What follows belongs to an exercise in optimizing a design on an open flow for small area; a production flow would make more cautious choices.
Only simulation tests tie the RTL to the original design; equivalence was not proved.
No activity file was given, so power comes from the tool's default toggle rates.

==> design.v <==
`default_nettype none
package mips_pkg;
  localparam int DATA_W_DEF = 32;
  localparam int ADDR_W_DEF = 5;
  typedef logic [ADDR_W_DEF-1:0] reg_idx_t;
  localparam reg_idx_t REG_ZERO = 5'd0;
endpackage
`default_nettype wire
`default_nettype none
module wb_mux
#(
  parameter int DATA_W = mips_pkg::DATA_W_DEF
) (
  input  logic              memtoreg,
  input  logic [DATA_W-1:0] read_data,
  input  logic [DATA_W-1:0] alu_result,
  output logic [DATA_W-1:0] wb_data
);
  always_comb begin
    wb_data = memtoreg ? read_data : alu_result;
  end
endmodule
`default_nettype wire
`default_nettype none
module wb_regfile
#(
  parameter int DATA_W = mips_pkg::DATA_W_DEF,
  parameter int ADDR_W = mips_pkg::ADDR_W_DEF,
  parameter bit BYPASS = 1'b1
) (
  input  logic              clock,
  input  logic              reset,
  input  logic              memtoreg,
  input  logic              regwrite,
  input  logic [DATA_W-1:0] read_data,
  input  logic [DATA_W-1:0] alu_result,
  input  logic [ADDR_W-1:0] write_reg,
  input  logic [ADDR_W-1:0] rs_addr,
  input  logic [ADDR_W-1:0] rt_addr,
  output logic [DATA_W-1:0] rs_data,
  output logic [DATA_W-1:0] rt_data,
  output logic [DATA_W-1:0] wb_data,
  output logic              wb_valid,
  input  logic [ADDR_W-1:0] dbg_addr,
  output logic [DATA_W-1:0] dbg_data,
  output logic [31:0]       commit_count
);
  localparam int NUM_REGS = 2 ** ADDR_W;
  localparam logic [ADDR_W-1:0] ZERO_IDX = ADDR_W'(mips_pkg::REG_ZERO);
  logic [DATA_W-1:0] regs [NUM_REGS];
  logic [31:0]       commit_count_q;
  logic              commit;
  wb_mux #(
    .DATA_W (DATA_W)
  ) u_wb_mux (
    .memtoreg   (memtoreg),
    .read_data  (read_data),
    .alu_result (alu_result),
    .wb_data    (wb_data)
  );
  always_comb begin
    wb_valid = regwrite && (write_reg != ZERO_IDX);
    commit   = wb_valid && !reset;
  end
  always_ff @(posedge clock) begin
    if (reset) begin
      for (int i = 0; i < NUM_REGS; i++) begin
        regs[i] <= '0;
      end
    end else if (commit) begin
      regs[write_reg] <= wb_data;
    end
  end
  always_ff @(posedge clock) begin
    if (reset) begin
      commit_count_q <= '0;
    end else if (commit) begin
      commit_count_q <= commit_count_q + 32'd1;
    end
  end
  assign commit_count = commit_count_q;
  always_comb begin
    rs_data = '0;
    rt_data = '0;
    if (rs_addr != ZERO_IDX) begin
      if (BYPASS && wb_valid && (rs_addr == write_reg)) begin
        rs_data = wb_data;
      end else begin
        rs_data = regs[rs_addr];
      end
    end
    if (rt_addr != ZERO_IDX) begin
      if (BYPASS && wb_valid && (rt_addr == write_reg)) begin
        rt_data = wb_data;
      end else begin
        rt_data = regs[rt_addr];
      end
    end
  end
  always_comb begin
    dbg_data = '0;
    if (dbg_addr != ZERO_IDX) begin
      dbg_data = regs[dbg_addr];
    end
  end
endmodule
`default_nettype wire
==> run.sh <==
#!/bin/bash
# synth_recipe.tcl (not shown) runs the flow's synth.tcl, then flattens the netlist and writes it again
# the make line also repeats each setting of config.mk as NAME=value (left out here)
make -C /OpenROAD-flow-scripts/flow DESIGN_CONFIG=/design/flow/config.mk WORK_HOME=/design/flow/orfs CLKGATE_MAP_FILE= SYNTH_SCRIPT=/design/flow/synth_recipe.tcl finish
==> config.mk <==
export PLATFORM = sky130hd
export DESIGN_NAME = wb_regfile
export DESIGN_NICKNAME = wb_regfile
export VERILOG_FILES = /design/flow/design.v
export SDC_FILE = /design/flow/constraint.sdc
export NUM_CORES = 4
export LEC_CHECK = 0
export CAP_MARGIN = 20
export CORE_MARGIN = 2
export CORE_UTILIZATION = 40
export SLEW_MARGIN = 20
==> constraint.sdc <==
create_clock -name core_clock -period 6.0 [get_ports {clock}]
set_input_delay 1.2000 -clock core_clock [delete_from_list [all_inputs] [get_ports {clock}]]
set_output_delay 1.2000 -clock core_clock [all_outputs]
set_load 0.01 [all_outputs]
==> results.cfg <==
[drt]
drc = 0
dr_total_vias = 49300
viasPerCell = 7.08
first_iter_violations = 9063
routed_wl_um = 280000
antenna_left = 0
routedWlPerCell_um = 40.2
dr.pass1.iters = 8

[critical_path]
arrival_ns = 4.63
critPathCaptureType = output port
cp-start-kind = input pin
cp_max_fo = 17
crit_required_ns = 4.80
crit_type = in -> out

[grt]
grt_first_pass_wirelength_um = 381000
antenna_found_initial = 17
grt_max_degree = 85
first_global_vias = 47300
overflow = 0
track_usage_pct = 33.9

[synth]
syn-cell-area_um2 = 63800
synth_seq_cells = 1056
syn_avg_cell_area_um2 = 13.9
synth-edff-count = 1024
synth_area_leaders = edfxtp_1 48%, mux4_2 25%, nor2_1 6.4%, mux2i_1 5.8%, clkbuf_1 1.8%
synth-main-ff-cell = edfxtp_1
syn_inst = 4608
ys_warn_count = 2
synth_cell_types = 72
synth.top_cell.area_share_pct = 48.2
synthTopCellsByCount = 1086 x nor2_1, 1024 x edfxtp_1, 713 x mux4_2
yosysTopAreaCell = edfxtp_1
synth-seq-area-share_pct = 49.2
ys_async_sr_fraction_pct = 0
synth.most_common_cell = nor2_1

[clock_tree]
cts.path.max_buffers = 3
cts.htree.levels = 3
post_cts_buffers = 0
post_cts_resize_count = 2
cts_made_buffers = 118
cts_hold_buf = 0
cts_tree = yes
clkTransAtPathRegs_ns = 0.06
clock_sinks = 1056
cts-root-buf = clkbuf_16
clk_latency_ns = 0.78

[finish]
area_growth_pct = 15.3
drive_above_1_share_pct = 27.2
final_cells = 6964
fill_cells = 13700
nNetsFinal = 4883
final_util_pct = 46.5

[sta]
slew_headroom_pct = 16.3
skew_ns = 0.00913
drv_slew = 0
worst_pin_slew_ns = 1.26
hold_violations = 0
setup_viol = 0
rsz0062_at_grt = no
finalCritPeriodShare_pct = 97.1
clock.fmax_ghz = 0.172
fin_crit_ns = 5.83

[floorplanning]
die_h_um = 403
rows = 146
start_util_pct = 40.3
design.die.area_um2 = 163000
die_x_um = 403
coreArea_um2 = 158000
io-pin-count = 249

[placement]
dp_hpwl_um = 162000
portBuffers = 248
dpl.cell_count = 6745
routabilityCongestion = 0.904

[power]
total_power_mw = 19.9
p_per_area_nw_per_um2 = 270
ir_worst_vdd_v = 0.000236
leakagePower_nw = 25.8

[job]
drv_cap = 0

[outcome]
status = complete, no violations

[min_path]
hold_path_class = reg -> reg
==> layout make-up <==
| cell class | instances | area, µm² | area share (%) |
|---|---|---|---|
| sequential | 1056 | 31400 | 42.6 |
| antenna | 1 | 2.50 | 0.00340 |
| multi-input combinational | 3028 | 30300 | 41.1 |
| clock buffer | 169 | 3340 | 4.54 |
| timing repair buffer | 545 | 5430 | 7.37 |
| clock inverter | 48 | 403 | 0.547 |
| inverter | 45 | 171 | 0.233 |
| tap | 2072 | 2590 | 3.52 |
==> registers in the layout, summed over array words and instances (netlist names) <==
register        cells
commit_count_q     32
regs             1024
==> stage by stage <==
stage	hold slack (ns)	setup TNS [ns]	worst slack [ns]	area (µm²)
after global routing	0.576	0	0.160	73600
after CTS	0.530	0	0.156	73600
after detailed placement	0.516	-0.115	-0.115	69800
after global placement	0.497	-0.119	-0.119	69800
after floorplan	0.514	0	1.83	64000
final	0.531	0	0.173	73600
==> worst max-delay path, stage by stage <==
cell and delay [ns]:
clkdlybuf4s50_1 0.55, or2_2 0.40, o21a_1 0.34, and3_2 0.49, a311oi_1 0.69, a311o_1 0.31
clkdlybuf4s50_1 0.60
==> layer usage <==
metal	track usage, %	vias to the layer above	wire length (µm)
met3	12.6	1002	45800
met2	47.7	4742	117000
met5	0	-	211
met4	19.8	30	19500
met1	44.7	25100	97600
li1	-	18400	-
==> where the power goes <==
part / internal (mW) / switching [mW]
registers: 8.50 / 0.291
clock network: 4.10 / 3.15
logic: 1.66 / 2.19
total: 14.3 / 5.63
==> cell usage in the layout, fill, tap and decap left out, types with 17 or more instances in the layout <==
cell | synthesis | routed
nor2_1 | 1086 | 1084
clkinv_1 | 1 | 17
nor3_1 | 21 | 21
a21oi_1 | 87 | 87
xor2_1 | 30 | 30
clkinv_2 | 0 | 18
a221o_1 | 38 | 38
nand3_1 | 19 | 19
clkbuf_16 | 0 | 124
buf_4 | 27 | 249
clkdlybuf4s50_1 | 0 | 232
and3_1 | 23 | 22
dfxtp_1 | 32 | 32
mux4_2 | 713 | 713
conb_1 | 1 | 32
clkbuf_1 | 302 | 38
nand2b_4 | 0 | 22
a211oi_1 | 42 | 41
buf_12 | 14 | 55
inv_1 | 43 | 41
nand2_1 | 138 | 105
o21ai_0 | 48 | 48
nand2_2 | 0 | 32
o22ai_1 | 42 | 42
a22oi_1 | 36 | 36
edfxtp_1 | 1024 | 1024
mux2i_1 | 370 | 338
mux2i_4 | 0 | 31
a221oi_1 | 81 | 81
==> worst paths after layout <==
check | to | cells after the start | from | slack (ns)
setup / recovery | rs_data[10] | 7 | write_reg[0] | 0.17
hold / removal | commit_count_q[6]$_SDFFE_PP0P_ | 2 | commit_count_q[6]$_SDFFE_PP0P_ | 0.53
setup reg to reg | commit_count_q[20]$_SDFFE_PP0P_ | 6 | commit_count_q[7]$_SDFFE_PP0P_ | 3.72
hold reg to reg | commit_count_q[6]$_SDFFE_PP0P_ | 2 | commit_count_q[6]$_SDFFE_PP0P_ | 0.53
==> logic make-up (layout without fill, tap and decap cells) <==
| group | Yosys count | count (layout) | synth area share [%] |
|---|---|---|---|
| buffers and inverters | 555 | 807 | 4.73 |
| muxes | 1092 | 1092 | 31.3 |
| adders and majority gates | 1 | 1 | 0.0196 |
| xor gates and xnor gates | 38 | 38 | 0.521 |
| DFF | 1056 | 1056 | 49.2 |
| AOI/OAI and AO/OA | 449 | 449 | 5.13 |
| and+or+nand+nor | 1416 | 1416 | 9.10 |
| other | 1 | 33 | 0.00587 |

[what the ideal ports hide]
The results above use ideal ports. As a check the final layout listed here was re-extracted and re-timed, cells and wires unchanged.
Step 1, drivers: a clkbuf_16 drives clock and a buf_2 each remaining input, both assumed.
Step 2, shift: input delay + t, output delay - t, t = (earliest + latest rising clock arrival at the registers) / 2. This alone moves slack from input paths to output paths.
a / b / c = ideal / step 1 / step 2; a / b = the first two.
t (ns): 0.834
slack for setup (ns): 0.173 / 0.151 / 0.151
worst setup path after step 2: input to output
After both steps this run still meets setup and hold. The setup slack of this run moves by -0.022 ns with the drivers and by -0.022 ns with both steps.
